This is an optimization exercise on Yosys and OpenROAD, whose aim is small area and a short achievable clock period, not a production implementation.
The RTL was checked by simulation tests, not by an equivalence proof against the original design.
Power is estimated from default activity; no workload was simulated.

==> design/flow/design.v <==
module jpeg_fb_writer #(
  parameter int unsigned       ADDR_W    = 32,
  parameter logic [ADDR_W-1:0] BASE_ADDR = 32'h0010_0000,
  parameter int unsigned       PIX_FMT   = 0
) (
  input  logic              clk,
  input  logic              reset,
  input  logic              in_valid_i,
  input  logic [15:0]       in_width_i,
  input  logic [15:0]       in_height_i,
  input  logic [15:0]       in_x_i,
  input  logic [15:0]       in_y_i,
  input  logic [7:0]        in_r_i,
  input  logic [7:0]        in_g_i,
  input  logic [7:0]        in_b_i,
  output logic              in_accept_o,
  output logic              wr_valid_o,
  output logic [ADDR_W-1:0] wr_addr_o,
  output logic [31:0]       wr_data_o,
  output logic [3:0]        wr_strb_o,
  input  logic              wr_ready_i,
  output logic              frame_done_o,
  output logic              busy_o,
  output logic [15:0]       crop_count_o,
  output logic              geom_err_o
);
  localparam int L = 14;   
  logic        active_q, start_pend_q, frame_done_q, geom_err_q;
  logic        s1_valid_q, s1_crop_q, wr_valid_q, strb_q;
  logic [15:0] s1_x_q;
  logic [7:0]  s1_one_q, s1_two_q, s1_neg_q;   
  logic        s1_y15_q;
  logic [7:0]  enc_one, enc_two, enc_neg;
  logic [16:0] y_ext;
  logic [23:0] s1_rgb_q;
  logic [L-1:0]  wr_lo_q;
  logic          wr_c_q;
  logic [29:L]   wr_a_q, wr_b_q;
  logic [23:0] wr_rgb_q;
  logic [15:0] wn_q, w_q, h_q, col_q, row_q, crop_cnt_q;
  logic        en, accept, hs, use_latched, in_bounds, start_ok, wr_load;
  logic        idle, count, col_last, last, frame_end;
  logic        active_d, start_pend_d, wr_valid_d, s1_valid_d;
  logic [15:0] w_used, h_used;
  logic [L:0]  lo_sum;
  logic [29:L] hi_sum;
  assign en          = !wr_valid_q | wr_ready_i;
  assign accept      = en & in_valid_i;
  assign hs          = wr_valid_q & wr_ready_i;
  assign idle        = !active_q & !frame_done_q;
  assign use_latched = active_q | start_pend_q;
  assign w_q         = ~wn_q;
  assign w_used      = use_latched ? w_q : in_width_i;
  assign h_used      = use_latched ? h_q : in_height_i;
  assign in_bounds   = (in_x_i < w_used) & (in_y_i < h_used);
  assign start_ok    = accept & in_bounds & !use_latched;
  assign y_ext = {in_y_i, 1'b0};
  always_comb begin
    for (int i = 0; i < 8; i++) begin
      enc_one[i] = y_ext[2*i+1] ^ y_ext[2*i];
      enc_two[i] = (y_ext[2*i+2] & !y_ext[2*i+1] & !y_ext[2*i]) | (!y_ext[2*i+2] & y_ext[2*i+1] & y_ext[2*i]);
      enc_neg[i] = y_ext[2*i+2] & !(y_ext[2*i+1] & y_ext[2*i]);
    end
  end
  wire [15:0] w    = w_q;
  wire [15:0] x    = s1_x_q;
  wire [7:0]  bone = s1_one_q;
  wire [7:0]  btwo = s1_two_q;
  wire [7:0]  bneg = s1_neg_q;
  wire        by15 = s1_y15_q;
  wire pp0_0 = ((bone[0] & w[0])) ^ bneg[0];
  wire pp0_1 = ((bone[0] & w[1]) | (btwo[0] & w[0])) ^ bneg[0];
  wire pp0_2 = ((bone[0] & w[2]) | (btwo[0] & w[1])) ^ bneg[0];
  wire pp0_3 = ((bone[0] & w[3]) | (btwo[0] & w[2])) ^ bneg[0];
  wire pp0_4 = ((bone[0] & w[4]) | (btwo[0] & w[3])) ^ bneg[0];
  wire pp0_5 = ((bone[0] & w[5]) | (btwo[0] & w[4])) ^ bneg[0];
  wire pp0_6 = ((bone[0] & w[6]) | (btwo[0] & w[5])) ^ bneg[0];
  wire pp0_7 = ((bone[0] & w[7]) | (btwo[0] & w[6])) ^ bneg[0];
  wire pp0_8 = ((bone[0] & w[8]) | (btwo[0] & w[7])) ^ bneg[0];
  wire pp0_9 = ((bone[0] & w[9]) | (btwo[0] & w[8])) ^ bneg[0];
  wire pp0_10 = ((bone[0] & w[10]) | (btwo[0] & w[9])) ^ bneg[0];
  wire pp0_11 = ((bone[0] & w[11]) | (btwo[0] & w[10])) ^ bneg[0];
  wire pp0_12 = ((bone[0] & w[12]) | (btwo[0] & w[11])) ^ bneg[0];
  wire pp0_13 = ((bone[0] & w[13]) | (btwo[0] & w[12])) ^ bneg[0];
  wire pp0_14 = ((bone[0] & w[14]) | (btwo[0] & w[13])) ^ bneg[0];
  wire pp0_15 = ((bone[0] & w[15]) | (btwo[0] & w[14])) ^ bneg[0];
  wire pp0_16 = ((btwo[0] & w[15])) ^ bneg[0];
  wire pp1_0 = ((bone[1] & w[0])) ^ bneg[1];
  wire pp1_1 = ((bone[1] & w[1]) | (btwo[1] & w[0])) ^ bneg[1];
  wire pp1_2 = ((bone[1] & w[2]) | (btwo[1] & w[1])) ^ bneg[1];
  wire pp1_3 = ((bone[1] & w[3]) | (btwo[1] & w[2])) ^ bneg[1];
  wire pp1_4 = ((bone[1] & w[4]) | (btwo[1] & w[3])) ^ bneg[1];
  wire pp1_5 = ((bone[1] & w[5]) | (btwo[1] & w[4])) ^ bneg[1];
  wire pp1_6 = ((bone[1] & w[6]) | (btwo[1] & w[5])) ^ bneg[1];
  wire pp1_7 = ((bone[1] & w[7]) | (btwo[1] & w[6])) ^ bneg[1];
  wire pp1_8 = ((bone[1] & w[8]) | (btwo[1] & w[7])) ^ bneg[1];
  wire pp1_9 = ((bone[1] & w[9]) | (btwo[1] & w[8])) ^ bneg[1];
  wire pp1_10 = ((bone[1] & w[10]) | (btwo[1] & w[9])) ^ bneg[1];
  wire pp1_11 = ((bone[1] & w[11]) | (btwo[1] & w[10])) ^ bneg[1];
  wire pp1_12 = ((bone[1] & w[12]) | (btwo[1] & w[11])) ^ bneg[1];
  wire pp1_13 = ((bone[1] & w[13]) | (btwo[1] & w[12])) ^ bneg[1];
  wire pp1_14 = ((bone[1] & w[14]) | (btwo[1] & w[13])) ^ bneg[1];
  wire pp1_15 = ((bone[1] & w[15]) | (btwo[1] & w[14])) ^ bneg[1];
  wire pp1_16 = ((btwo[1] & w[15])) ^ bneg[1];
  wire pp2_0 = ((bone[2] & w[0])) ^ bneg[2];
  wire pp2_1 = ((bone[2] & w[1]) | (btwo[2] & w[0])) ^ bneg[2];
  wire pp2_2 = ((bone[2] & w[2]) | (btwo[2] & w[1])) ^ bneg[2];
  wire pp2_3 = ((bone[2] & w[3]) | (btwo[2] & w[2])) ^ bneg[2];
  wire pp2_4 = ((bone[2] & w[4]) | (btwo[2] & w[3])) ^ bneg[2];
  wire pp2_5 = ((bone[2] & w[5]) | (btwo[2] & w[4])) ^ bneg[2];
  wire pp2_6 = ((bone[2] & w[6]) | (btwo[2] & w[5])) ^ bneg[2];
  wire pp2_7 = ((bone[2] & w[7]) | (btwo[2] & w[6])) ^ bneg[2];
  wire pp2_8 = ((bone[2] & w[8]) | (btwo[2] & w[7])) ^ bneg[2];
  wire pp2_9 = ((bone[2] & w[9]) | (btwo[2] & w[8])) ^ bneg[2];
  wire pp2_10 = ((bone[2] & w[10]) | (btwo[2] & w[9])) ^ bneg[2];
  wire pp2_11 = ((bone[2] & w[11]) | (btwo[2] & w[10])) ^ bneg[2];
  wire pp2_12 = ((bone[2] & w[12]) | (btwo[2] & w[11])) ^ bneg[2];
  wire pp2_13 = ((bone[2] & w[13]) | (btwo[2] & w[12])) ^ bneg[2];
  wire pp2_14 = ((bone[2] & w[14]) | (btwo[2] & w[13])) ^ bneg[2];
  wire pp2_15 = ((bone[2] & w[15]) | (btwo[2] & w[14])) ^ bneg[2];
  wire pp2_16 = ((btwo[2] & w[15])) ^ bneg[2];
  wire pp3_0 = ((bone[3] & w[0])) ^ bneg[3];
  wire pp3_1 = ((bone[3] & w[1]) | (btwo[3] & w[0])) ^ bneg[3];
  wire pp3_2 = ((bone[3] & w[2]) | (btwo[3] & w[1])) ^ bneg[3];
  wire pp3_3 = ((bone[3] & w[3]) | (btwo[3] & w[2])) ^ bneg[3];
  wire pp3_4 = ((bone[3] & w[4]) | (btwo[3] & w[3])) ^ bneg[3];
  wire pp3_5 = ((bone[3] & w[5]) | (btwo[3] & w[4])) ^ bneg[3];
  wire pp3_6 = ((bone[3] & w[6]) | (btwo[3] & w[5])) ^ bneg[3];
  wire pp3_7 = ((bone[3] & w[7]) | (btwo[3] & w[6])) ^ bneg[3];
  wire pp3_8 = ((bone[3] & w[8]) | (btwo[3] & w[7])) ^ bneg[3];
  wire pp3_9 = ((bone[3] & w[9]) | (btwo[3] & w[8])) ^ bneg[3];
  wire pp3_10 = ((bone[3] & w[10]) | (btwo[3] & w[9])) ^ bneg[3];
  wire pp3_11 = ((bone[3] & w[11]) | (btwo[3] & w[10])) ^ bneg[3];
  wire pp3_12 = ((bone[3] & w[12]) | (btwo[3] & w[11])) ^ bneg[3];
  wire pp3_13 = ((bone[3] & w[13]) | (btwo[3] & w[12])) ^ bneg[3];
  wire pp3_14 = ((bone[3] & w[14]) | (btwo[3] & w[13])) ^ bneg[3];
  wire pp3_15 = ((bone[3] & w[15]) | (btwo[3] & w[14])) ^ bneg[3];
  wire pp3_16 = ((btwo[3] & w[15])) ^ bneg[3];
  wire pp4_0 = ((bone[4] & w[0])) ^ bneg[4];
  wire pp4_1 = ((bone[4] & w[1]) | (btwo[4] & w[0])) ^ bneg[4];
  wire pp4_2 = ((bone[4] & w[2]) | (btwo[4] & w[1])) ^ bneg[4];
  wire pp4_3 = ((bone[4] & w[3]) | (btwo[4] & w[2])) ^ bneg[4];
  wire pp4_4 = ((bone[4] & w[4]) | (btwo[4] & w[3])) ^ bneg[4];
  wire pp4_5 = ((bone[4] & w[5]) | (btwo[4] & w[4])) ^ bneg[4];
  wire pp4_6 = ((bone[4] & w[6]) | (btwo[4] & w[5])) ^ bneg[4];
  wire pp4_7 = ((bone[4] & w[7]) | (btwo[4] & w[6])) ^ bneg[4];
  wire pp4_8 = ((bone[4] & w[8]) | (btwo[4] & w[7])) ^ bneg[4];
  wire pp4_9 = ((bone[4] & w[9]) | (btwo[4] & w[8])) ^ bneg[4];
  wire pp4_10 = ((bone[4] & w[10]) | (btwo[4] & w[9])) ^ bneg[4];
  wire pp4_11 = ((bone[4] & w[11]) | (btwo[4] & w[10])) ^ bneg[4];
  wire pp4_12 = ((bone[4] & w[12]) | (btwo[4] & w[11])) ^ bneg[4];
  wire pp4_13 = ((bone[4] & w[13]) | (btwo[4] & w[12])) ^ bneg[4];
  wire pp4_14 = ((bone[4] & w[14]) | (btwo[4] & w[13])) ^ bneg[4];
  wire pp4_15 = ((bone[4] & w[15]) | (btwo[4] & w[14])) ^ bneg[4];
  wire pp4_16 = ((btwo[4] & w[15])) ^ bneg[4];
  wire pp5_0 = ((bone[5] & w[0])) ^ bneg[5];
  wire pp5_1 = ((bone[5] & w[1]) | (btwo[5] & w[0])) ^ bneg[5];
  wire pp5_2 = ((bone[5] & w[2]) | (btwo[5] & w[1])) ^ bneg[5];
  wire pp5_3 = ((bone[5] & w[3]) | (btwo[5] & w[2])) ^ bneg[5];
  wire pp5_4 = ((bone[5] & w[4]) | (btwo[5] & w[3])) ^ bneg[5];
  wire pp5_5 = ((bone[5] & w[5]) | (btwo[5] & w[4])) ^ bneg[5];
  wire pp5_6 = ((bone[5] & w[6]) | (btwo[5] & w[5])) ^ bneg[5];
  wire pp5_7 = ((bone[5] & w[7]) | (btwo[5] & w[6])) ^ bneg[5];
  wire pp5_8 = ((bone[5] & w[8]) | (btwo[5] & w[7])) ^ bneg[5];
  wire pp5_9 = ((bone[5] & w[9]) | (btwo[5] & w[8])) ^ bneg[5];
  wire pp5_10 = ((bone[5] & w[10]) | (btwo[5] & w[9])) ^ bneg[5];
  wire pp5_11 = ((bone[5] & w[11]) | (btwo[5] & w[10])) ^ bneg[5];
  wire pp5_12 = ((bone[5] & w[12]) | (btwo[5] & w[11])) ^ bneg[5];
  wire pp5_13 = ((bone[5] & w[13]) | (btwo[5] & w[12])) ^ bneg[5];
  wire pp5_14 = ((bone[5] & w[14]) | (btwo[5] & w[13])) ^ bneg[5];
  wire pp5_15 = ((bone[5] & w[15]) | (btwo[5] & w[14])) ^ bneg[5];
  wire pp5_16 = ((btwo[5] & w[15])) ^ bneg[5];
  wire pp6_0 = ((bone[6] & w[0])) ^ bneg[6];
  wire pp6_1 = ((bone[6] & w[1]) | (btwo[6] & w[0])) ^ bneg[6];
  wire pp6_2 = ((bone[6] & w[2]) | (btwo[6] & w[1])) ^ bneg[6];
  wire pp6_3 = ((bone[6] & w[3]) | (btwo[6] & w[2])) ^ bneg[6];
  wire pp6_4 = ((bone[6] & w[4]) | (btwo[6] & w[3])) ^ bneg[6];
  wire pp6_5 = ((bone[6] & w[5]) | (btwo[6] & w[4])) ^ bneg[6];
  wire pp6_6 = ((bone[6] & w[6]) | (btwo[6] & w[5])) ^ bneg[6];
  wire pp6_7 = ((bone[6] & w[7]) | (btwo[6] & w[6])) ^ bneg[6];
  wire pp6_8 = ((bone[6] & w[8]) | (btwo[6] & w[7])) ^ bneg[6];
  wire pp6_9 = ((bone[6] & w[9]) | (btwo[6] & w[8])) ^ bneg[6];
  wire pp6_10 = ((bone[6] & w[10]) | (btwo[6] & w[9])) ^ bneg[6];
  wire pp6_11 = ((bone[6] & w[11]) | (btwo[6] & w[10])) ^ bneg[6];
  wire pp6_12 = ((bone[6] & w[12]) | (btwo[6] & w[11])) ^ bneg[6];
  wire pp6_13 = ((bone[6] & w[13]) | (btwo[6] & w[12])) ^ bneg[6];
  wire pp6_14 = ((bone[6] & w[14]) | (btwo[6] & w[13])) ^ bneg[6];
  wire pp6_15 = ((bone[6] & w[15]) | (btwo[6] & w[14])) ^ bneg[6];
  wire pp6_16 = ((btwo[6] & w[15])) ^ bneg[6];
  wire pp7_0 = ((bone[7] & w[0])) ^ bneg[7];
  wire pp7_1 = ((bone[7] & w[1]) | (btwo[7] & w[0])) ^ bneg[7];
  wire pp7_2 = ((bone[7] & w[2]) | (btwo[7] & w[1])) ^ bneg[7];
  wire pp7_3 = ((bone[7] & w[3]) | (btwo[7] & w[2])) ^ bneg[7];
  wire pp7_4 = ((bone[7] & w[4]) | (btwo[7] & w[3])) ^ bneg[7];
  wire pp7_5 = ((bone[7] & w[5]) | (btwo[7] & w[4])) ^ bneg[7];
  wire pp7_6 = ((bone[7] & w[6]) | (btwo[7] & w[5])) ^ bneg[7];
  wire pp7_7 = ((bone[7] & w[7]) | (btwo[7] & w[6])) ^ bneg[7];
  wire pp7_8 = ((bone[7] & w[8]) | (btwo[7] & w[7])) ^ bneg[7];
  wire pp7_9 = ((bone[7] & w[9]) | (btwo[7] & w[8])) ^ bneg[7];
  wire pp7_10 = ((bone[7] & w[10]) | (btwo[7] & w[9])) ^ bneg[7];
  wire pp7_11 = ((bone[7] & w[11]) | (btwo[7] & w[10])) ^ bneg[7];
  wire pp7_12 = ((bone[7] & w[12]) | (btwo[7] & w[11])) ^ bneg[7];
  wire pp7_13 = ((bone[7] & w[13]) | (btwo[7] & w[12])) ^ bneg[7];
  wire pp7_14 = ((bone[7] & w[14]) | (btwo[7] & w[13])) ^ bneg[7];
  wire pp7_15 = ((bone[7] & w[15]) | (btwo[7] & w[14])) ^ bneg[7];
  wire ms0, mc0;
  jfw_ha u_ms0 (.a(x[14]), .b(bneg[7]), .s(ms0), .co(mc0));
  wire ms1, mc1;
  jfw_ha u_ms1 (.a(x[15]), .b(pp0_15), .s(ms1), .co(mc1));
  wire ms2, mc2;
  jfw_ha u_ms2 (.a((by15 & w[0])), .b(pp0_16), .s(ms2), .co(mc2));
  wire ms3, mc3;
  jfw_fa u_ms3 (.a(1'b1), .b(~bneg[0]), .c((by15 & w[1])), .s(ms3), .co(mc3));
  wire ms4, mc4;
  jfw_ha u_ms4 (.a(x[8]), .b(bneg[4]), .s(ms4), .co(mc4));
  wire ms5, mc5;
  jfw_ha u_ms5 (.a(x[9]), .b(pp0_9), .s(ms5), .co(mc5));
  wire ms6, mc6;
  jfw_fa u_ms6 (.a(x[10]), .b(bneg[5]), .c(pp0_10), .s(ms6), .co(mc6));
  wire ms7, mc7;
  jfw_ha u_ms7 (.a(pp1_8), .b(pp2_6), .s(ms7), .co(mc7));
  wire ms8, mc8;
  jfw_fa u_ms8 (.a(x[11]), .b(pp0_11), .c(pp1_9), .s(ms8), .co(mc8));
  wire ms9, mc9;
  jfw_ha u_ms9 (.a(pp2_7), .b(pp3_5), .s(ms9), .co(mc9));
  wire ms10, mc10;
  jfw_fa u_ms10 (.a(x[12]), .b(bneg[6]), .c(pp0_12), .s(ms10), .co(mc10));
  wire ms11, mc11;
  jfw_fa u_ms11 (.a(pp1_10), .b(pp2_8), .c(pp3_6), .s(ms11), .co(mc11));
  wire ms12, mc12;
  jfw_ha u_ms12 (.a(pp4_4), .b(pp5_2), .s(ms12), .co(mc12));
  wire ms13, mc13;
  jfw_fa u_ms13 (.a(x[13]), .b(pp0_13), .c(pp1_11), .s(ms13), .co(mc13));
  wire ms14, mc14;
  jfw_fa u_ms14 (.a(pp2_9), .b(pp3_7), .c(pp4_5), .s(ms14), .co(mc14));
  wire ms15, mc15;
  jfw_ha u_ms15 (.a(pp5_3), .b(pp6_1), .s(ms15), .co(mc15));
  wire ms16, mc16;
  jfw_fa u_ms16 (.a(ms0), .b(pp0_14), .c(pp1_12), .s(ms16), .co(mc16));
  wire ms17, mc17;
  jfw_fa u_ms17 (.a(pp2_10), .b(pp3_8), .c(pp4_6), .s(ms17), .co(mc17));
  wire ms18, mc18;
  jfw_fa u_ms18 (.a(pp5_4), .b(pp6_2), .c(pp7_0), .s(ms18), .co(mc18));
  wire ms19, mc19;
  jfw_fa u_ms19 (.a(mc0), .b(pp1_13), .c(pp2_11), .s(ms19), .co(mc19));
  wire ms20, mc20;
  jfw_fa u_ms20 (.a(pp3_9), .b(pp4_7), .c(pp5_5), .s(ms20), .co(mc20));
  wire ms21, mc21;
  jfw_fa u_ms21 (.a(pp6_3), .b(pp7_1), .c(ms1), .s(ms21), .co(mc21));
  wire ms22, mc22;
  jfw_fa u_ms22 (.a(pp1_14), .b(pp2_12), .c(pp3_10), .s(ms22), .co(mc22));
  wire ms23, mc23;
  jfw_fa u_ms23 (.a(pp4_8), .b(pp5_6), .c(pp6_4), .s(ms23), .co(mc23));
  wire ms24, mc24;
  jfw_fa u_ms24 (.a(pp7_2), .b(mc1), .c(ms2), .s(ms24), .co(mc24));
  wire ms25, mc25;
  jfw_fa u_ms25 (.a(pp1_15), .b(pp2_13), .c(pp3_11), .s(ms25), .co(mc25));
  wire ms26, mc26;
  jfw_fa u_ms26 (.a(pp4_9), .b(pp5_7), .c(pp6_5), .s(ms26), .co(mc26));
  wire ms27, mc27;
  jfw_fa u_ms27 (.a(pp7_3), .b(mc2), .c(ms3), .s(ms27), .co(mc27));
  wire ms28, mc28;
  jfw_fa u_ms28 (.a((by15 & w[2])), .b(pp1_16), .c(pp2_14), .s(ms28), .co(mc28));
  wire ms29, mc29;
  jfw_fa u_ms29 (.a(pp3_12), .b(pp4_10), .c(pp5_8), .s(ms29), .co(mc29));
  wire ms30, mc30;
  jfw_fa u_ms30 (.a(pp6_6), .b(pp7_4), .c(mc3), .s(ms30), .co(mc30));
  wire ms31, mc31;
  jfw_fa u_ms31 (.a(1'b1), .b(~bneg[1]), .c((by15 & w[3])), .s(ms31), .co(mc31));
  wire ms32, mc32;
  jfw_fa u_ms32 (.a(pp2_15), .b(pp3_13), .c(pp4_11), .s(ms32), .co(mc32));
  wire ms33, mc33;
  jfw_fa u_ms33 (.a(pp5_9), .b(pp6_7), .c(pp7_5), .s(ms33), .co(mc33));
  wire ms34, mc34;
  jfw_fa u_ms34 (.a(1'b1), .b((by15 & w[4])), .c(pp2_16), .s(ms34), .co(mc34));
  wire ms35, mc35;
  jfw_fa u_ms35 (.a(pp3_14), .b(pp4_12), .c(pp5_10), .s(ms35), .co(mc35));
  wire ms36, mc36;
  jfw_ha u_ms36 (.a(pp6_8), .b(pp7_6), .s(ms36), .co(mc36));
  wire ms37, mc37;
  jfw_fa u_ms37 (.a(~bneg[2]), .b((by15 & w[5])), .c(pp3_15), .s(ms37), .co(mc37));
  wire ms38, mc38;
  jfw_fa u_ms38 (.a(pp4_13), .b(pp5_11), .c(pp6_9), .s(ms38), .co(mc38));
  wire ms39, mc39;
  jfw_fa u_ms39 (.a(1'b1), .b((by15 & w[6])), .c(pp3_16), .s(ms39), .co(mc39));
  wire ms40, mc40;
  jfw_ha u_ms40 (.a(pp4_14), .b(pp5_12), .s(ms40), .co(mc40));
  wire ms41, mc41;
  jfw_fa u_ms41 (.a(~bneg[3]), .b((by15 & w[7])), .c(pp4_15), .s(ms41), .co(mc41));
  wire ms42, mc42;
  jfw_ha u_ms42 (.a(1'b1), .b((by15 & w[8])), .s(ms42), .co(mc42));
  wire ms43, mc43;
  jfw_ha u_ms43 (.a(x[4]), .b(bneg[2]), .s(ms43), .co(mc43));
  wire ms44, mc44;
  jfw_ha u_ms44 (.a(x[5]), .b(pp0_5), .s(ms44), .co(mc44));
  wire ms45, mc45;
  jfw_fa u_ms45 (.a(x[6]), .b(bneg[3]), .c(pp0_6), .s(ms45), .co(mc45));
  wire ms46, mc46;
  jfw_ha u_ms46 (.a(pp1_4), .b(pp2_2), .s(ms46), .co(mc46));
  wire ms47, mc47;
  jfw_fa u_ms47 (.a(x[7]), .b(pp0_7), .c(pp1_5), .s(ms47), .co(mc47));
  wire ms48, mc48;
  jfw_ha u_ms48 (.a(pp2_3), .b(pp3_1), .s(ms48), .co(mc48));
  wire ms49, mc49;
  jfw_fa u_ms49 (.a(ms4), .b(pp0_8), .c(pp1_6), .s(ms49), .co(mc49));
  wire ms50, mc50;
  jfw_fa u_ms50 (.a(pp2_4), .b(pp3_2), .c(pp4_0), .s(ms50), .co(mc50));
  wire ms51, mc51;
  jfw_fa u_ms51 (.a(mc4), .b(pp1_7), .c(pp2_5), .s(ms51), .co(mc51));
  wire ms52, mc52;
  jfw_fa u_ms52 (.a(pp3_3), .b(pp4_1), .c(ms5), .s(ms52), .co(mc52));
  wire ms53, mc53;
  jfw_fa u_ms53 (.a(pp3_4), .b(pp4_2), .c(pp5_0), .s(ms53), .co(mc53));
  wire ms54, mc54;
  jfw_fa u_ms54 (.a(mc5), .b(ms7), .c(ms6), .s(ms54), .co(mc54));
  wire ms55, mc55;
  jfw_fa u_ms55 (.a(pp4_3), .b(pp5_1), .c(mc7), .s(ms55), .co(mc55));
  wire ms56, mc56;
  jfw_fa u_ms56 (.a(ms9), .b(mc6), .c(ms8), .s(ms56), .co(mc56));
  wire ms57, mc57;
  jfw_fa u_ms57 (.a(pp6_0), .b(mc9), .c(ms12), .s(ms57), .co(mc57));
  wire ms58, mc58;
  jfw_fa u_ms58 (.a(mc8), .b(ms10), .c(ms11), .s(ms58), .co(mc58));
  wire ms59, mc59;
  jfw_fa u_ms59 (.a(mc12), .b(ms15), .c(mc10), .s(ms59), .co(mc59));
  wire ms60, mc60;
  jfw_fa u_ms60 (.a(mc11), .b(ms13), .c(ms14), .s(ms60), .co(mc60));
  wire ms61, mc61;
  jfw_fa u_ms61 (.a(mc15), .b(mc13), .c(mc14), .s(ms61), .co(mc61));
  wire ms62, mc62;
  jfw_fa u_ms62 (.a(ms16), .b(ms17), .c(ms18), .s(ms62), .co(mc62));
  wire ms63, mc63;
  jfw_fa u_ms63 (.a(mc16), .b(mc17), .c(mc18), .s(ms63), .co(mc63));
  wire ms64, mc64;
  jfw_fa u_ms64 (.a(ms19), .b(ms20), .c(ms21), .s(ms64), .co(mc64));
  wire ms65, mc65;
  jfw_fa u_ms65 (.a(mc19), .b(mc20), .c(ms22), .s(ms65), .co(mc65));
  wire ms66, mc66;
  jfw_fa u_ms66 (.a(ms23), .b(mc21), .c(ms24), .s(ms66), .co(mc66));
  wire ms67, mc67;
  jfw_fa u_ms67 (.a(mc22), .b(mc23), .c(ms25), .s(ms67), .co(mc67));
  wire ms68, mc68;
  jfw_fa u_ms68 (.a(ms26), .b(mc24), .c(ms27), .s(ms68), .co(mc68));
  wire ms69, mc69;
  jfw_fa u_ms69 (.a(mc25), .b(mc26), .c(ms28), .s(ms69), .co(mc69));
  wire ms70, mc70;
  jfw_fa u_ms70 (.a(ms29), .b(mc27), .c(ms30), .s(ms70), .co(mc70));
  wire ms71, mc71;
  jfw_fa u_ms71 (.a(ms31), .b(mc28), .c(mc29), .s(ms71), .co(mc71));
  wire ms72, mc72;
  jfw_fa u_ms72 (.a(ms32), .b(ms33), .c(mc30), .s(ms72), .co(mc72));
  wire ms73, mc73;
  jfw_fa u_ms73 (.a(mc31), .b(ms36), .c(mc32), .s(ms73), .co(mc73));
  wire ms74, mc74;
  jfw_fa u_ms74 (.a(mc33), .b(ms34), .c(ms35), .s(ms74), .co(mc74));
  wire ms75, mc75;
  jfw_fa u_ms75 (.a(pp7_7), .b(mc36), .c(mc34), .s(ms75), .co(mc75));
  wire ms76, mc76;
  jfw_fa u_ms76 (.a(mc35), .b(ms37), .c(ms38), .s(ms76), .co(mc76));
  wire ms77, mc77;
  jfw_fa u_ms77 (.a(pp6_10), .b(pp7_8), .c(ms40), .s(ms77), .co(mc77));
  wire ms78, mc78;
  jfw_fa u_ms78 (.a(mc37), .b(mc38), .c(ms39), .s(ms78), .co(mc78));
  wire ms79, mc79;
  jfw_fa u_ms79 (.a(pp5_13), .b(pp6_11), .c(pp7_9), .s(ms79), .co(mc79));
  wire ms80, mc80;
  jfw_fa u_ms80 (.a(mc40), .b(mc39), .c(ms41), .s(ms80), .co(mc80));
  wire ms81, mc81;
  jfw_fa u_ms81 (.a(pp4_16), .b(pp5_14), .c(pp6_12), .s(ms81), .co(mc81));
  wire ms82, mc82;
  jfw_fa u_ms82 (.a(pp7_10), .b(ms42), .c(mc41), .s(ms82), .co(mc82));
  wire ms83, mc83;
  jfw_fa u_ms83 (.a(~bneg[4]), .b((by15 & w[9])), .c(mc42), .s(ms83), .co(mc83));
  wire ms84, mc84;
  jfw_fa u_ms84 (.a(pp5_15), .b(pp6_13), .c(pp7_11), .s(ms84), .co(mc84));
  wire ms85, mc85;
  jfw_fa u_ms85 (.a(1'b1), .b((by15 & w[10])), .c(pp5_16), .s(ms85), .co(mc85));
  wire ms86, mc86;
  jfw_ha u_ms86 (.a(pp6_14), .b(pp7_12), .s(ms86), .co(mc86));
  wire ms87, mc87;
  jfw_fa u_ms87 (.a(~bneg[5]), .b((by15 & w[11])), .c(pp6_15), .s(ms87), .co(mc87));
  wire ms88, mc88;
  jfw_ha u_ms88 (.a(1'b1), .b((by15 & w[12])), .s(ms88), .co(mc88));
  wire ms89, mc89;
  jfw_ha u_ms89 (.a(x[2]), .b(bneg[1]), .s(ms89), .co(mc89));
  wire ms90, mc90;
  jfw_ha u_ms90 (.a(x[3]), .b(pp0_3), .s(ms90), .co(mc90));
  wire ms91, mc91;
  jfw_fa u_ms91 (.a(ms43), .b(pp0_4), .c(pp1_2), .s(ms91), .co(mc91));
  wire ms92, mc92;
  jfw_fa u_ms92 (.a(mc43), .b(pp1_3), .c(pp2_1), .s(ms92), .co(mc92));
  wire ms93, mc93;
  jfw_fa u_ms93 (.a(pp3_0), .b(mc44), .c(ms46), .s(ms93), .co(mc93));
  wire ms94, mc94;
  jfw_fa u_ms94 (.a(mc46), .b(ms48), .c(mc45), .s(ms94), .co(mc94));
  wire ms95, mc95;
  jfw_fa u_ms95 (.a(mc48), .b(mc47), .c(ms49), .s(ms95), .co(mc95));
  wire ms96, mc96;
  jfw_fa u_ms96 (.a(mc49), .b(mc50), .c(ms51), .s(ms96), .co(mc96));
  wire ms97, mc97;
  jfw_fa u_ms97 (.a(mc51), .b(ms53), .c(mc52), .s(ms97), .co(mc97));
  wire ms98, mc98;
  jfw_fa u_ms98 (.a(mc53), .b(ms55), .c(mc54), .s(ms98), .co(mc98));
  wire ms99, mc99;
  jfw_fa u_ms99 (.a(mc55), .b(ms57), .c(mc56), .s(ms99), .co(mc99));
  wire ms100, mc100;
  jfw_fa u_ms100 (.a(mc57), .b(mc58), .c(ms59), .s(ms100), .co(mc100));
  wire ms101, mc101;
  jfw_fa u_ms101 (.a(mc59), .b(mc60), .c(ms61), .s(ms101), .co(mc101));
  wire ms102, mc102;
  jfw_fa u_ms102 (.a(mc61), .b(mc62), .c(ms63), .s(ms102), .co(mc102));
  wire ms103, mc103;
  jfw_fa u_ms103 (.a(mc63), .b(ms65), .c(mc64), .s(ms103), .co(mc103));
  wire ms104, mc104;
  jfw_fa u_ms104 (.a(mc65), .b(ms67), .c(mc66), .s(ms104), .co(mc104));
  wire ms105, mc105;
  jfw_fa u_ms105 (.a(mc67), .b(ms69), .c(mc68), .s(ms105), .co(mc105));
  wire ms106, mc106;
  jfw_fa u_ms106 (.a(mc69), .b(ms71), .c(mc70), .s(ms106), .co(mc106));
  wire ms107, mc107;
  jfw_fa u_ms107 (.a(mc71), .b(ms73), .c(mc72), .s(ms107), .co(mc107));
  wire ms108, mc108;
  jfw_fa u_ms108 (.a(mc73), .b(mc74), .c(ms75), .s(ms108), .co(mc108));
  wire ms109, mc109;
  jfw_fa u_ms109 (.a(mc75), .b(ms77), .c(mc76), .s(ms109), .co(mc109));
  wire ms110, mc110;
  jfw_fa u_ms110 (.a(ms79), .b(mc77), .c(mc78), .s(ms110), .co(mc110));
  wire ms111, mc111;
  jfw_fa u_ms111 (.a(mc79), .b(ms81), .c(mc80), .s(ms111), .co(mc111));
  wire ms112, mc112;
  jfw_fa u_ms112 (.a(mc81), .b(ms83), .c(ms84), .s(ms112), .co(mc112));
  wire ms113, mc113;
  jfw_fa u_ms113 (.a(ms86), .b(mc83), .c(mc84), .s(ms113), .co(mc113));
  wire ms114, mc114;
  jfw_fa u_ms114 (.a(pp7_13), .b(mc86), .c(mc85), .s(ms114), .co(mc114));
  wire ms115, mc115;
  jfw_fa u_ms115 (.a(pp6_16), .b(pp7_14), .c(ms88), .s(ms115), .co(mc115));
  wire ms116, mc116;
  jfw_fa u_ms116 (.a(~bneg[6]), .b((by15 & w[13])), .c(mc88), .s(ms116), .co(mc116));
  wire ms117, mc117;
  jfw_ha u_ms117 (.a(x[0]), .b(bneg[0]), .s(ms117), .co(mc117));
  wire ms118, mc118;
  jfw_ha u_ms118 (.a(x[1]), .b(pp0_1), .s(ms118), .co(mc118));
  wire ms119, mc119;
  jfw_fa u_ms119 (.a(ms89), .b(pp0_2), .c(pp1_0), .s(ms119), .co(mc119));
  wire ms120, mc120;
  jfw_fa u_ms120 (.a(mc89), .b(pp1_1), .c(ms90), .s(ms120), .co(mc120));
  wire ms121, mc121;
  jfw_fa u_ms121 (.a(pp2_0), .b(mc90), .c(ms91), .s(ms121), .co(mc121));
  wire ms122, mc122;
  jfw_fa u_ms122 (.a(ms44), .b(mc91), .c(ms92), .s(ms122), .co(mc122));
  wire ms123, mc123;
  jfw_fa u_ms123 (.a(mc92), .b(ms45), .c(ms93), .s(ms123), .co(mc123));
  wire ms124, mc124;
  jfw_fa u_ms124 (.a(ms47), .b(mc93), .c(ms94), .s(ms124), .co(mc124));
  wire ms125, mc125;
  jfw_fa u_ms125 (.a(ms50), .b(mc94), .c(ms95), .s(ms125), .co(mc125));
  wire ms126, mc126;
  jfw_fa u_ms126 (.a(ms52), .b(mc95), .c(ms96), .s(ms126), .co(mc126));
  wire ms127, mc127;
  jfw_fa u_ms127 (.a(mc96), .b(ms54), .c(ms97), .s(ms127), .co(mc127));
  wire ms128, mc128;
  jfw_fa u_ms128 (.a(ms56), .b(mc97), .c(ms98), .s(ms128), .co(mc128));
  wire ms129, mc129;
  jfw_fa u_ms129 (.a(ms58), .b(mc98), .c(ms99), .s(ms129), .co(mc129));
  wire ms130, mc130;
  jfw_fa u_ms130 (.a(ms60), .b(mc99), .c(ms100), .s(ms130), .co(mc130));
  wire ms131, mc131;
  jfw_fa u_ms131 (.a(ms62), .b(mc100), .c(ms101), .s(ms131), .co(mc131));
  wire ms132, mc132;
  jfw_fa u_ms132 (.a(mc101), .b(ms64), .c(ms102), .s(ms132), .co(mc132));
  wire ms133, mc133;
  jfw_fa u_ms133 (.a(mc102), .b(ms66), .c(ms103), .s(ms133), .co(mc133));
  wire ms134, mc134;
  jfw_fa u_ms134 (.a(ms68), .b(mc103), .c(ms104), .s(ms134), .co(mc134));
  wire ms135, mc135;
  jfw_fa u_ms135 (.a(ms70), .b(mc104), .c(ms105), .s(ms135), .co(mc135));
  wire ms136, mc136;
  jfw_fa u_ms136 (.a(ms72), .b(mc105), .c(ms106), .s(ms136), .co(mc136));
  wire ms137, mc137;
  jfw_fa u_ms137 (.a(ms74), .b(mc106), .c(ms107), .s(ms137), .co(mc137));
  wire ms138, mc138;
  jfw_fa u_ms138 (.a(ms76), .b(mc107), .c(ms108), .s(ms138), .co(mc138));
  wire ms139, mc139;
  jfw_fa u_ms139 (.a(ms78), .b(mc108), .c(ms109), .s(ms139), .co(mc139));
  wire ms140, mc140;
  jfw_fa u_ms140 (.a(ms80), .b(mc109), .c(ms110), .s(ms140), .co(mc140));
  wire ms141, mc141;
  jfw_fa u_ms141 (.a(ms82), .b(mc110), .c(ms111), .s(ms141), .co(mc141));
  wire ms142, mc142;
  jfw_fa u_ms142 (.a(mc82), .b(ms112), .c(mc111), .s(ms142), .co(mc142));
  wire ms143, mc143;
  jfw_fa u_ms143 (.a(ms85), .b(mc112), .c(ms113), .s(ms143), .co(mc143));
  wire ms144, mc144;
  jfw_fa u_ms144 (.a(ms87), .b(mc113), .c(ms114), .s(ms144), .co(mc144));
  wire ms145, mc145;
  jfw_fa u_ms145 (.a(mc87), .b(ms115), .c(mc114), .s(ms145), .co(mc145));
  wire ms146, mc146;
  jfw_fa u_ms146 (.a(pp7_15), .b(mc115), .c(ms116), .s(ms146), .co(mc146));
  wire [29:0] mra = {ms146, mc144, mc143, ms143, mc141, mc140, mc139, mc138, mc137, mc136, mc135, mc134, mc133, mc132, mc131, mc130, mc129, mc128, mc127, mc126, mc125, mc124, mc123, mc122, mc121, mc120, mc119, mc118, mc117, ms117};
  wire [29:0] mrb = {mc145, ms145, ms144, mc142, ms142, ms141, ms140, ms139, ms138, ms137, ms136, ms135, ms134, ms133, ms132, ms131, ms130, ms129, ms128, ms127, ms126, ms125, ms124, ms123, ms122, ms121, ms120, ms119, ms118, pp0_0};
  assign lo_sum      = {1'b0, mra[L-1:0]} + {1'b0, mrb[L-1:0]};
  assign wr_load     = en & s1_valid_q & !s1_crop_q;
  assign s1_valid_d  = en ? in_valid_i : s1_valid_q;
  assign wr_valid_d  = en ? (s1_valid_q & !s1_crop_q) : wr_valid_q;
  assign count       = active_q & hs;
  assign col_last    = col_q == 16'd1;
  assign last        = col_last & (row_q == 16'd1);
  assign frame_end   = count & last;
  assign active_d     = (idle & (start_pend_q | start_ok)) | (active_q & !frame_end);
  assign start_pend_d = frame_done_q & start_ok;
  always_ff @(posedge clk) begin
    if (en) begin
      s1_x_q    <= in_x_i;
      s1_one_q  <= enc_one;
      s1_two_q  <= enc_two;
      s1_neg_q  <= enc_neg;
      s1_y15_q  <= in_y_i[15];
      s1_rgb_q  <= {in_r_i, in_g_i, in_b_i};
      s1_crop_q <= !in_bounds;
    end
    if (wr_load) begin
      wr_lo_q  <= lo_sum[L-1:0];
      wr_c_q   <= lo_sum[L];
      wr_a_q   <= mra[29:L];
      wr_b_q   <= mrb[29:L];
      wr_rgb_q <= s1_rgb_q;
    end
    if (start_ok) begin
      wn_q  <= ~in_width_i;
      h_q   <= in_height_i;
      col_q <= w_used;
      row_q <= in_height_i;
    end else if (count) begin
      col_q <= col_last ? w_used : col_q - 16'd1;
      if (col_last) row_q <= row_q - 16'd1;
    end
  end
  always_ff @(posedge clk) begin
    if (!reset) begin
      active_q     <= 1'b0;
      start_pend_q <= 1'b0;
      frame_done_q <= 1'b0;
      geom_err_q   <= 1'b0;
      s1_valid_q   <= 1'b0;
      wr_valid_q   <= 1'b0;
      strb_q       <= 1'b0;
      crop_cnt_q   <= '0;
    end else begin
      active_q     <= active_d;
      start_pend_q <= start_pend_d;
      frame_done_q <= frame_end;
      if (active_q & accept & ((in_width_i != w_q) | (in_height_i != h_q)))
        geom_err_q <= 1'b1;
      s1_valid_q   <= s1_valid_d;
      wr_valid_q   <= wr_valid_d;
      if (wr_load) strb_q <= 1'b1;
      if (start_ok)
        crop_cnt_q <= 16'd0;
      else if (en & s1_valid_q & s1_crop_q & (crop_cnt_q != 16'hFFFF))
        crop_cnt_q <= crop_cnt_q + 16'd1;
    end
  end
  jfw_cpa_hi u_hi (.a(wr_a_q), .b(wr_b_q), .ci(wr_c_q), .s(hi_sum));
  jfw_accept u_acc (.wr_valid(wr_valid_q), .wr_ready(wr_ready_i), .accept(in_accept_o));
  assign wr_valid_o   = wr_valid_q;
  assign wr_addr_o    = strb_q ? {hi_sum, wr_lo_q, 2'b00} : 32'd0;
  assign wr_data_o    = strb_q ? {8'h00, wr_rgb_q} : 32'd0;
  assign wr_strb_o    = {4{strb_q}};
  assign frame_done_o = frame_done_q;
  assign busy_o       = active_q | frame_done_q | s1_valid_q | wr_valid_q | start_pend_q;
  assign crop_count_o = crop_cnt_q;
  assign geom_err_o   = geom_err_q;
endmodule
module jfw_cpa_hi (input logic [29:14] a, b, input logic ci, output logic [29:14] s);
  logic [30-14:0] t;
  assign t = {a, 1'b1} + {b, ci};
  assign s = t[30-14:1];
endmodule
module jfw_accept (input logic wr_valid, wr_ready, output logic accept);
  assign accept = !wr_valid | wr_ready;
endmodule
module jfw_fa (input logic a, b, c, output logic s, co);
  assign s  = a ^ b ^ c;
  assign co = (a & b) | (c & (a ^ b));
endmodule
module jfw_ha (input logic a, b, output logic s, co);
  assign s  = a ^ b;
  assign co = a & b;
endmodule
==> design/flow/flow/run.sh <==
#!/bin/bash
# Own layout flow: the standard flow, with plain buf_1 cells as the port buffers
# (instead of the delay-cell buffer the resizer picks by default). Every port still gets
# its own buffer. The full make output goes to std_flow.log in the work folder.
set -euo pipefail
export BUFFER_PORTS_ARGS="-buffer_cell sky130_fd_sc_hd__buf_1"
bash standard.sh finish > std_flow.log 2>&1
==> design/flow/standard.sh <==
#!/bin/bash
# synth_recipe.tcl (not shown) runs the flow's synth.tcl, then flattens the netlist and writes it again
# the make line also repeats each setting of config.mk as NAME=value (left out here)
make -C /OpenROAD-flow-scripts/flow DESIGN_CONFIG=/design/flow/config.mk WORK_HOME=/design/flow/orfs CLKGATE_MAP_FILE= SYNTH_SCRIPT=/design/flow/synth_recipe.tcl "${@:-finish}"
==> design/flow/config.mk <==
export PLATFORM = sky130hd
export DESIGN_NAME = jpeg_fb_writer
export DESIGN_NICKNAME = jpeg_fb_writer
export VERILOG_FILES = /design/flow/design.v
export SDC_FILE = /design/flow/constraint.sdc
export NUM_CORES = 4
export LEC_CHECK = 0
export CAP_MARGIN = 20
export CORE_MARGIN = 2
export CORE_UTILIZATION = 40
export CTS_BUF_LIST = sky130_fd_sc_hd__clkbuf_4 sky130_fd_sc_hd__clkbuf_8
export SETUP_SLACK_MARGIN = 4.3
export SLEW_MARGIN = 20
export SYNTH_HIERARCHICAL = 1
==> design/flow/constraint.sdc <==
create_clock -name core_clock -period 9.0 [get_ports {clk}]
set_input_delay 1.8000 -clock core_clock [delete_from_list [all_inputs] [get_ports {clk}]]
set_output_delay 1.8000 -clock core_clock [all_outputs]
set_load 0.01 [all_outputs]
==> metrics.md, run 1 <==
| Metric | Value |
|---|---|
| CP Max Fanout | 16 |
| # fillers | 3847 |
| Max VDD drop | 209 µV |
| CP Launch Type | input port |
| Hold buffers post-CTS | 0 |
| Worst Max-Slew Pin Slew | 1.10 ns |
| DP Area | 17600 µm² |
| Clock sink total | 224 |
| Crit Path Class | input port to register |
| CTS root buf | clkbuf_8 |
| Outcome | no timing/DRC/antenna violations |
| Die width | 208 µm |
| Max Cap Viol | 0 |
| HP Class | register to register |
| Place WS | 3.69 ns |
| Register Area | 6500 µm² |
| Ys Warns | 7 |
| Max Transition Viols Final | 0 |
| Fmax | 220 MHz |
| Antenna Cells | 0 |
| Overflow after GRT | 0 |
| Vias in the first global route | 11800 |
| Fraction of layout cells with a size suffix above 1 | 6.30% |
| Initial core utilization | 40.6% |
| Power per cell area | 309 nW/µm² |
| WP data required | 9.31 ns |
| # rows | 74 |
| Fin Setup TNS | 0 ns |
| Setup slack after layout | 4.45 ns |
| Die area | 43100 µm² |
| Drt via density | 5.45 |
| Worst EP arrival | 4.86 ns |
| Mapped Cells | 1446 |
| Core ar. | 40800 µm² |
| Synthesis-to-finish area growth | 11.1% |
| Clock latency (worst-skew pair) | 0.61 ns |
| Max_slew headroom | 26.7% |
| Library cells used by synthesis | 61 |
| Initial drt markers | 653 |
| TritonCTS clock tree | built |
| Unrepaired setup endpoints after global routing | yes |
| First-pass GRT wire length | 66700 µm |
| Layout Nets | 1902 |
| Number of flops mapped to enable cells by yosys | 201 |
| Final setup fails | 0 |
| Top flop regs | s1_rgb_q (24), wr_rgb_q (24) |
| Sequential share of the synthesized area | 39.2% |
| Htree depth | 2 |
| Placer Congestion | 0.865 |
| Period utilization | 50.6% |
| Clock slew at reported path FFs | 0.06 ns |
| Cell area after layout | 18400 µm² |
| ANT nets after route | 0 |
| Clock Tree Buf Depth | 3 |
| Syn avg cell area | 11.5 µm² |
| Ys flop type | edfxtp_1 |
| Via count | 11700 |
| Initial antenna violation count | 2 |
| Largest net degree at the start of global routing | 68 |
| Clock skew | 0.0280 ns |
| Overall routed net length | 42600 µm |
| IO buf count | 170 |
| GR Util All Layers | 19.7% |
| Final hold vios | 0 |
| Critical path endpoint category | register |
| Mapped Area | 16600 µm² |
| Leak Pwr | 6.53 nW |
| Final HPWL DP | 31000 µm |
| Multi-input gate area | 9560 µm² |
| Minimum clock period after layout | 4.55 ns |
| Die Y | 208 µm |
| DRC Markers | 0 |
| Flops & latches, synth | 224 |
| Async SR Flop Fraction | 0% |
| Total CTS buffers | 41 |
| Io pins | 181 |
| First-pass DRT Iterations | 5 |
| Routed wire length per instance | 19.8 µm |
==> through the flow <==
stage	power, mW	instances	hold slack, ns	utilization, %
floorplan	4.01	1461	0.400	-
global placement	4.68	2078	0.400	43.1
detailed placement	4.75	2078	0.406	43.1
CTS	5.74	2152	0.415	45.0
global route	6.25	2152	0.424	45.1
finish	5.69	2152	0.412	45.1
==> layout make-up <==
type | count | area share, %
multi-input combinational | 1092 | 51.9
clock buffer | 52 | 3.51
clock inverter | 21 | 0.707
timing repair buffer | 178 | 3.84
sequential | 224 | 35.3
inverter | 53 | 1.10
tap | 532 | 3.62
==> synthesized netlist by cell type (5+ instances only) <==
library cell / number / area [µm²]
o211ai_1: 5 / 37.5
ha_1: 93 / 1160
xor2_1: 57 / 499
mux2i_1: 34 / 340
nand2_1: 60 / 225
nor4_1: 14 / 87.6
clkbuf_1: 53 / 199
inv_2: 7 / 26.3
o22ai_1: 121 / 757
nand3_1: 25 / 125
nor2b_1: 29 / 181
nand4_1: 17 / 106
nand2b_1: 13 / 81.3
nor2_1: 61 / 229
and2_1: 56 / 350
a21oi_1: 39 / 195
o21ai_0: 53 / 265
a31oi_1: 6 / 37.5
dfxtp_1: 23 / 460
o21a_1: 5 / 37.5
nand3b_1: 8 / 60.1
and3_1: 7 / 43.8
fa_1: 127 / 2540
xnor2_1: 174 / 1520
inv_1: 46 / 173
a21o_1: 10 / 75.1
buf_1: 20 / 75.1
nor3_1: 15 / 75.1
buf_4: 14 / 105
edfxtp_1: 201 / 6040
==> logic make-up after synthesis <==
| logic type | Yosys count | synth area share [%] |
|---|---|---|
| AOI/OAI and AO/OA | 272 | 10.2 |
| DFF | 224 | 39.2 |
| adders and majority gates | 220 | 22.4 |
| other | 2 | 0.0453 |
| muxes | 35 | 2.12 |
| xor gates and xnor gates | 231 | 12.2 |
| buffers and inverters | 145 | 3.74 |
| and+or+nand+nor | 317 | 10.1 |
==> final timing paths <==
path,slack (ns),endpoint,startpoint,cells after the start
worst max-delay path,4.45,col_q[15],in_width_i[2],10
worst min-delay path,0.41,wr_rgb_q[22],s1_rgb_q[22],0
worst max register to register,4.51,wr_c_q,wn_q[6],10
worst min register to register,0.41,wr_rgb_q[22],s1_rgb_q[22],0
==> metal layers <==
| layer | vias up | wire [µm] | global-route usage (%) |
|---|---|---|---|
| li1 | 5427 | - | - |
| met1 | 5799 | 18500 | 26.4 |
| met2 | 428 | 19800 | 31.8 |
| met3 | 81 | 3230 | 4.30 |
| met4 | 4 | 1080 | 6.38 |
| met5 | - | 26 | 0.556 |
==> power by group <==
group | switching (mW) | internal [mW]
clock | 0.441 | 0.502
combinational | 1.65 | 1.41
sequential | 0.135 | 1.55
total | 2.23 | 3.46
==> Yosys stat by module (local to each module, per instance) <==
module	times used	cells
jfw_accept	1	1
jfw_cpa_hi	1	105
jfw_fa	125	1
jfw_ha	22	1
jpeg_fb_writer	1	1193
==> worst max-delay path: stages <==
cell and delay (ns):
buf_1 0.29, o21ai_0 0.20, ha_1 0.24, nor4_1 0.31, o211ai_1 0.13, a31oi_1 0.25, o211ai_1 0.20, nor4b_4 0.35
nand2b_1 0.88, mux2i_1 0.19
==> layout by cell type (no fill, tap or decap), drive strengths merged, types with 6 or more instances in the layout <==
master and count:
o211ai 7, nor2b 29, nor4 14, and3 7, nand3 25, buf 175, clkinv 17, inv 53
a21oi 39, a31oi 6, nor2 61, nand2b 13, and2 56, conb 17, edfxtp 201, ha 93
xnor2 174, clkbuf 55, o22ai 121, nand4 17, mux2i 34, nor3 16, dfxtp 23, a21o 11
nand3b 8, nand2 60, xor2 57, o21ai 57, fa 127
==> timing repair <==
item | CTS | global route
setup endpoints to repair | 4 | 36
gates resized for setup | 2 | 7
endpoints found under the hold margin | 0 | 0
pin swaps | 1 | 3
buffers inserted | 1 | 0
==> run 2, diff against run 1 <==
--- a/design/flow/design.v
+++ b/design/flow/design.v
@@ -519,13 +519,7 @@
       s1_rgb_q  <= {in_r_i, in_g_i, in_b_i};
       s1_crop_q <= !in_bounds;
     end
-    if (wr_load) begin
-      wr_lo_q  <= lo_sum[L-1:0];
-      wr_c_q   <= lo_sum[L];
-      wr_a_q   <= mra[29:L];
-      wr_b_q   <= mrb[29:L];
-      wr_rgb_q <= s1_rgb_q;
-    end
+    if (wr_load) wr_rgb_q <= s1_rgb_q;
     if (start_ok) begin
       wn_q  <= ~in_width_i;
       h_q   <= in_height_i;
@@ -545,6 +539,10 @@
       s1_valid_q   <= 1'b0;
       wr_valid_q   <= 1'b0;
       strb_q       <= 1'b0;
+      wr_lo_q      <= '0;
+      wr_c_q       <= 1'b0;
+      wr_a_q       <= '0;
+      wr_b_q       <= '0;
       crop_cnt_q   <= '0;
     end else begin
       active_q     <= active_d;
@@ -554,7 +552,13 @@
         geom_err_q <= 1'b1;
       s1_valid_q   <= s1_valid_d;
       wr_valid_q   <= wr_valid_d;
-      if (wr_load) strb_q <= 1'b1;
+      if (wr_load) begin
+        strb_q  <= 1'b1;
+        wr_lo_q <= lo_sum[L-1:0];
+        wr_c_q  <= lo_sum[L];
+        wr_a_q  <= mra[29:L];
+        wr_b_q  <= mrb[29:L];
+      end
       if (start_ok)
         crop_cnt_q <= 16'd0;
       else if (en & s1_valid_q & s1_crop_q & (crop_cnt_q != 16'hFFFF))
@@ -564,7 +568,7 @@
   jfw_cpa_hi u_hi (.a(wr_a_q), .b(wr_b_q), .ci(wr_c_q), .s(hi_sum));
   jfw_accept u_acc (.wr_valid(wr_valid_q), .wr_ready(wr_ready_i), .accept(in_accept_o));
   assign wr_valid_o   = wr_valid_q;
-  assign wr_addr_o    = strb_q ? {hi_sum, wr_lo_q, 2'b00} : 32'd0;
+  assign wr_addr_o    = {hi_sum, wr_lo_q, 2'b00};
   assign wr_data_o    = strb_q ? {8'h00, wr_rgb_q} : 32'd0;
   assign wr_strb_o    = {4{strb_q}};
   assign frame_done_o = frame_done_q;
--- a/design/flow/config.mk
+++ b/design/flow/config.mk
@@ -9,6 +9,6 @@
 export CORE_MARGIN = 2
 export CORE_UTILIZATION = 40
 export CTS_BUF_LIST = sky130_fd_sc_hd__clkbuf_4 sky130_fd_sc_hd__clkbuf_8
-export SETUP_SLACK_MARGIN = 4.3
+export SETUP_SLACK_MARGIN = 4.6
 export SLEW_MARGIN = 20
 export SYNTH_HIERARCHICAL = 1
==> run 2 against run 1 <==
Against the previous run: still clean; first-iteration DRC count rose by 39%; synthesized cell count is 8.5% higher; via count up 8.2%; non-clock buffer count up 73; global-route usage grew 1.5 points; count of clock-buffer cells in the layout grew 12.
==> metrics.md, run 2 <==
| Metric | Value |
|---|---|
| Internal power | 3.31 mW |
| Max_slew headroom | 32.1% |
| Clock power share | 17.9% |
| Critical path endpoint category | primary output |
| Drt via density | 5.43 |
| Final setup fails | 0 |
| Layout Nets | 2087 |
| Htree depth | 2 |
| Placer Congestion | 0.886 |
| Die area | 43400 µm² |
| IO buf count | 170 |
| Switching Share | 41.9% |
| Final HPWL DP | 32800 µm |
| Library cells used by synthesis | 73 |
| Die Y | 208 µm |
| First-pass DRT Iterations | 5 |
| Power per cell area | 295 nW/µm² |
| R2r setup slk | 4.75 ns |
| Number of flops mapped to enable cells by yosys | 154 |
| Core ar. | 41000 µm² |
| Most common cell in the synthesized netlist | xnor2_1 |
| Yosys top cell area share | 27.7% |
| Overall routed net length | 46400 µm |
| # rows | 74 |
| Flops & latches, synth | 224 |
| Routed wire length per instance | 19.8 µm |
| CP Max Fanout | 5 |
| Vias in the first global route | 12600 |
| Most frequent cells in the layout | 179 x xnor2_1, 167 x buf_1, 154 x edfxtp_1, 127 x nand2_1, 126 x fa_1 |
| CTS root buf | clkbuf_8 |
| First-pass GRT wire length | 71900 µm |
| Multi-input gate area | 10200 µm² |
| Clock skew | 0.0465 ns |
| Unrepaired setup endpoints after global routing | yes |
| Top flop regs | s1_rgb_q (24), wr_rgb_q (24) |
| Fraction of layout cells with a size suffix above 1 | 12.2% |
| Worst EP arrival | 2.48 ns |
| Ys Warns | 7 |
| GR Util All Layers | 21.2% |
| CP Launch Type | register |
| Total power | 5.71 mW |
| Period utilization | 47.6% |
| Initial drt markers | 905 |
| Register Area | 6030 µm² |
| Place WS | 3.43 ns |
| Worst Max-Slew Pin Slew | 1.02 ns |
| Hold WS | 0.415 ns |
| Leak Pwr | 7.12 nW |
| Sequential Power Share | 24.3% |
| Clock sink total | 224 |
| Fin Setup TNS | 0 ns |
| Ys flop type | edfxtp_1 |
| Clock Tree Buf Depth | 3 |
| Synth cell count leaders | 179 x xnor2_1, 154 x edfxtp_1, 127 x fa_1, 127 x nand2_1, 122 x o22ai_1 |
| Largest net degree at the start of global routing | 78 |
| Synthesis-to-finish area growth | 16.0% |
| Die width | 208 µm |
| Io pins | 181 |
| Initial antenna violation count | 4 |
| Crit Path Class | register to primary output |
| Clock latency (worst-skew pair) | 0.61 ns |
| TritonCTS clock tree | built |
| Outcome | no timing/DRC/antenna violations |
| Via count | 12700 |
| Final hold vios | 0 |
| Minimum clock period after layout | 4.28 ns |
| # fillers | 3869 |
| Async SR Flop Fraction | 0% |
| Max Transition Viols Final | 0 |
| Synth area leaders | edfxtp_1 28%, fa_1 15%, xnor2_1 9.4% |
| WP data required | 7.20 ns |
| Initial core utilization | 40.7% |
| Mapped Cells | 1569 |
| Setup slack after layout | 4.72 ns |
| Overflow after GRT | 0 |
| Combinational power share | 57.8% |
| Total CTS buffers | 41 |
| Clock slew at reported path FFs | 0.06 ns |
| Max Cap Viol | 0 |
| Mapped Area | 16700 µm² |
| Max VDD drop | 201 µV |
| Sequential share of the synthesized area | 36.1% |
| Syn avg cell area | 10.6 µm² |
| DRC Markers | 0 |
| Fmax | 234 MHz |
| Net Switching | 2.40 mW |
| HP Class | register to register |
| ANT nets after route | 0 |
| Yosys top cell by area | edfxtp_1 |
| Hold buffers post-CTS | 0 |
| Most common cell after layout, fill and taps aside | xnor2_1 |
==> run 2: stage by stage <==
| stage | util [%] | area (µm²) | std cells |
|---|---|---|---|
| 2_1_floorplan | - | 16800 | 1584 |
| 3_3_place_gp | 43.0 | 17600 | 2185 |
| 6_report | 47.2 | 19400 | 2341 |
| 4_1_cts | 45.3 | 18600 | 2266 |
| 3_5_place_dp | 43.0 | 17600 | 2185 |
| 5_1_grt | 47.2 | 19300 | 2339 |
==> run 2: worst paths after layout <==
path	startpoint	endpoint	depth (start not counted)
worst max-delay path	wr_a_q[14]	wr_addr_o[31]	7
worst min-delay path	s1_rgb_q[1]	wr_rgb_q[1]	0
worst max register to register	s1_one_q[0]	wr_c_q	12
worst min register to register	s1_rgb_q[1]	wr_rgb_q[1]	0
==> run 2: cell families after synthesis <==
kind of cell	after synthesis	share of synthesized area [%]
AO/OA/AOI/OAI	313	11.7
other	2	0.0450
buffers and inverters	161	4.13
XOR/XNOR	229	12.0
multiplexers	40	2.44
flip-flops	224	36.1
AND/OR/NAND/NOR	380	11.4
adder cells (fa/ha/maj)	220	22.2
==> run 2: per-layer routing <==
layer	vias up	GRT usage [%]	part of all wire [%]
met5	-	0	0.063
met4	4	6.62	2.2
met3	79	4.89	7.8
met2	487	33.0	45
met1	6195	29.2	45
li1	5940	-	-
==> run 2: power by group through the flow <==
stage                     Sequential, mW  Clock, mW  Combinational (mW)
after floorplan                     1.36          0                2.38
after global placement              1.43          0                3.08
after detailed placement            1.44          0                3.12
after CTS                           1.41       1.05                3.17
after global routing                1.41       1.10                3.72
final                               1.39       1.02                3.30
==> run 2: final cells by class <==
type                            count  area share (%)
Antenna cell                        2          0.0259
Clock buffer                       64            4.03
Clock inverter                     11           0.407
Inverter                           55            1.29
Multi-Input combinational cell   1202            52.6
Sequential cell                   224            31.2
Tap cell                          532            3.44
Timing Repair Buffer              251            7.04
==> run 2: per-module statistics from Yosys (local to each module, per instance) <==
module          times used  cell area, µm²
jpeg_fb_writer           1           13100
jfw_fa                 125            20.0
jfw_accept               1            6.26
jfw_ha                  22            12.5
jfw_cpa_hi               1             788
==> run 2: critical path, cell delays in order, from the launching register on <==
cell and delay (ns):
dfxtp_2 0.35, fa_2 0.43, a211oi_2 0.26, o21ai_2 0.12, o221ai_4 0.23, o21ai_1 0.13, xnor2_1 0.20, buf_2 0.16
==> run 2: timing repair <==
item,in CTS,in global routing
hold endpoints to repair,0,0
cloned,3,0
pin swaps,3,10
gates resized for setup,11,30
endpoints found under the setup margin,111,123
buffers inserted,3,73
==> run 3, diff against run 2 <==
--- a/design/flow/config.mk
+++ b/design/flow/config.mk
@@ -7,8 +7,11 @@
 export LEC_CHECK = 0
 export CAP_MARGIN = 20
 export CORE_MARGIN = 2
-export CORE_UTILIZATION = 40
+export CORE_UTILIZATION = 65
 export CTS_BUF_LIST = sky130_fd_sc_hd__clkbuf_4 sky130_fd_sc_hd__clkbuf_8
+export CTS_CLUSTER_DIAMETER = 80
+export CTS_CLUSTER_SIZE = 16
+export PLACE_DENSITY = 0.75
 export SETUP_SLACK_MARGIN = 4.6
 export SLEW_MARGIN = 20
 export SYNTH_HIERARCHICAL = 1
==> run 3 against run 2 <==
Against the previous run: total power down 9.3%; final cell count is 11% lower; combinational power fell by 3%; still clean on timing, DRC and antenna; sequential share of layout area up 1.4 points; critical endpoint is now wr_c_q.
==> metrics.md, run 3 <==
| Metric | Value |
|---|---|
| Clock power share | 11.4% |
| CTS root buf | clkbuf_8 |
| Internal power | 2.94 mW |
| Power per cell area | 280 nW/µm² |
| Max Transition Viols Final | 0 |
| TritonCTS clock tree | built |
| Fmax | 229 MHz |
| Flops & latches, synth | 224 |
| Clock Tree Buf Depth | 3 |
| ANT nets after route | 0 |
| Htree depth | 1 |
| Placer Congestion | 0.951 |
| First-pass DRT Iterations | 7 |
| Clock latency (worst-skew pair) | 0.56 ns |
| Die area | 27000 µm² |
| Sequential Power Share | 26.7% |
| Drt via density | 6.17 |
| DRC Markers | 0 |
| Yosys top cell area share | 27.7% |
| Core ar. | 25200 µm² |
| Crit Path Class | register to register |
| Clock slew at reported path FFs | 0.10 ns |
| Largest net degree at the start of global routing | 65 |
| Max_slew headroom | 36.8% |
| Syn avg cell area | 10.6 µm² |
| Initial drt markers | 1270 |
| Layout Nets | 2062 |
| Setup slack after layout | 4.64 ns |
| Yosys top cell by area | edfxtp_1 |
| Fraction of layout cells with a size suffix above 1 | 9.93% |
| Synthesis-to-finish area growth | 10.8% |
| WP data required | 9.41 ns |
| CP Launch Type | register |
| Net Switching | 2.24 mW |
| Vias in the first global route | 12300 |
| IO buf count | 170 |
| Antenna Cells | 0 |
| Ys flop type | edfxtp_1 |
| Most common cell in the synthesized netlist | xnor2_1 |
| HP Class | register to register |
| Final setup fails | 0 |
| Util after Layout | 73.4% |
| Synth area leaders | edfxtp_1 28%, fa_1 15%, xnor2_1 9.4% |
| # rows | 58 |
| Initial core utilization | 66.3% |
| Combinational power share | 61.9% |
| Max Cap Viol | 0 |
| Die width | 164 µm |
| Outcome | no timing/DRC/antenna violations |
| Library cells used by synthesis | 73 |
| Async SR Flop Fraction | 0% |
| Synth cell count leaders | 179 x xnor2_1, 154 x edfxtp_1, 127 x fa_1, 127 x nand2_1, 122 x o22ai_1 |
| Initial antenna violation count | 0 |
| Overflow after GRT | 0 |
| GR Util All Layers | 31.3% |
| Final HPWL DP | 30100 µm |
| Final hold vios | 0 |
| Overall routed net length | 43000 µm |
| Switching Share | 43.3% |
| CP Max Fanout | 16 |
| Mapped Cells | 1569 |
| Hold buffers post-CTS | 0 |
| First-pass GRT wire length | 65600 µm |
| # fillers | 1841 |
| Clock sink total | 224 |
| Number of flops mapped to enable cells by yosys | 154 |
| Place WS | 3.53 ns |
| Fin Setup TNS | 0 ns |
| Leak Pwr | 6.81 nW |
| Mapped Area | 16700 µm² |
| Top flop regs | s1_rgb_q (24), wr_rgb_q (24) |
| Most common cell after layout, fill and taps aside | xnor2_1 |
| Ys Warns | 7 |
| Via count | 12900 |
| Critical path endpoint category | register |
| Clock skew | 0.0327 ns |
| Total CTS buffers | 18 |
| Total power | 5.18 mW |
| Die Y | 164 µm |
| Max VDD drop | 231 µV |
| Unrepaired setup endpoints after global routing | yes |
| Worst EP arrival | 4.78 ns |
| Most frequent cells in the layout | 179 x xnor2_1, 167 x buf_1, 154 x edfxtp_1, 127 x nand2_1, 126 x fa_1 |
| Period utilization | 48.5% |
| Worst Max-Slew Pin Slew | 0.948 ns |
| Sequential share of the synthesized area | 36.1% |
| Routed wire length per instance | 20.6 µm |
| Io pins | 181 |
| Minimum clock period after layout | 4.36 ns |
## run 3: kinds of logic after synthesis
logic type / after synthesis / share of synthesized area [%]
and+or+nand+nor: 380 / 11.4
AOI/OAI and AO/OA: 313 / 11.7
xor gates and xnor gates: 229 / 12.0
DFF: 224 / 36.1
adders and majority gates: 220 / 22.2
buffers and inverters: 161 / 4.13
muxes: 40 / 2.44
other: 2 / 0.0450
## run 3: power by group through the flow
stage / registers, mW / clock network (mW) / logic (mW)
floorplan: 1.36 / 0 / 2.38
global placement: 1.42 / 0 / 2.94
detailed placement: 1.43 / 0 / 3.03
CTS: 1.39 / 0.600 / 3.08
global route: 1.40 / 0.630 / 3.61
finish: 1.39 / 0.588 / 3.21
## run 3: modules after synthesis (local to each module, per instance)
module	cells inside	copies in the design
jfw_accept	1	1
jfw_cpa_hi	105	1
jfw_fa	1	125
jfw_ha	1	22
jpeg_fb_writer	1316	1
## run 3: final timing paths
path | from | slack [ns] | to | cells after the start
worst max-delay path | s1_two_q[0] | 4.64 | wr_c_q | 12
worst min-delay path | s1_rgb_q[16] | 0.43 | wr_rgb_q[16] | 0
worst max register to register | s1_two_q[0] | 4.64 | wr_c_q | 12
worst min register to register | s1_rgb_q[16] | 0.43 | wr_rgb_q[16] | 0
## run 3: what timing repair did
action,4_1_cts,5_1_grt
resized for setup,6,27
pin swaps,3,8
cloned,1,2
setup buffers,16,55
endpoints found under the setup margin,86,77
## run 3: per-layer routing
metal  track usage (%)  vias to the layer above  wire length [µm]
met5                 0                        -                 0
li1                  -                     5874                 -
met3              5.96                      126              4130
met4              10.8                        0              1540
met1              43.8                     6196             17800
met2              49.2                      722             19500
## run 3: through the flow
stage	hold slack, ns	area [µm²]	instances
global placement	0.400	17400	1986
detailed placement	0.405	17400	1986
finish	0.425	18500	2092
CTS	0.428	17900	2035
floorplan	0.400	16800	1584
global route	0.439	18500	2092
## run 3: worst max-delay path, stage by stage (launching register included)
cell and delay, ns:
edfxtp_1 0.38, clkinvlp_4 0.30, o22ai_1 0.30, xnor2_1 0.19, fa_1 0.50, fa_1 0.42
fa_1 0.51, fa_1 0.41, ha_1 0.34, a21oi_1 0.16, o21ai_0 0.14, a2111oi_0 0.46
nor4_1 0.10
## run 3: layout make-up
| type | count | area, µm² | share of cell area [%] |
|---|---|---|---|
| Timing Repair Buffer | 249 | 1260 | 6.81 |
| Sequential cell | 224 | 6030 | 32.6 |
| Clock buffer | 30 | 344 | 1.86 |
| Tap cell | 330 | 413 | 2.23 |
| Inverter | 55 | 251 | 1.36 |
| Clock inverter | 2 | 20.0 | 0.108 |
| Multi-Input combinational cell | 1202 | 10200 | 55.0 |

[what the ideal ports hide]
Ports are ideal in the flow. The routed layouts listed here were re-timed in OpenROAD. Step 1 assumes that a clkbuf_16 drives the clock port and a buf_2 every other input. Step 2 moves the port delays by t, midway between the first and last clock arrival at a register: inputs arrive t later, outputs are due t later. That takes back most of the time a late clock gives input paths. Three values: ideal, step 1, step 2; two values: the first two.
run	t, ns	setup WS [ns]	pins driven straight from the clock port
run 1	0.641	4.447 / 4.408 / 3.829	1
run 2	0.635	4.719 / 4.670 / 4.218	1
run 3	0.591	4.637 / 4.637 / 4.214	1
After both steps setup and hold are still met in every run listed. The setup slack of run 1, which loses most, moves by -0.039 ns with the drivers and by -0.618 ns with both steps.
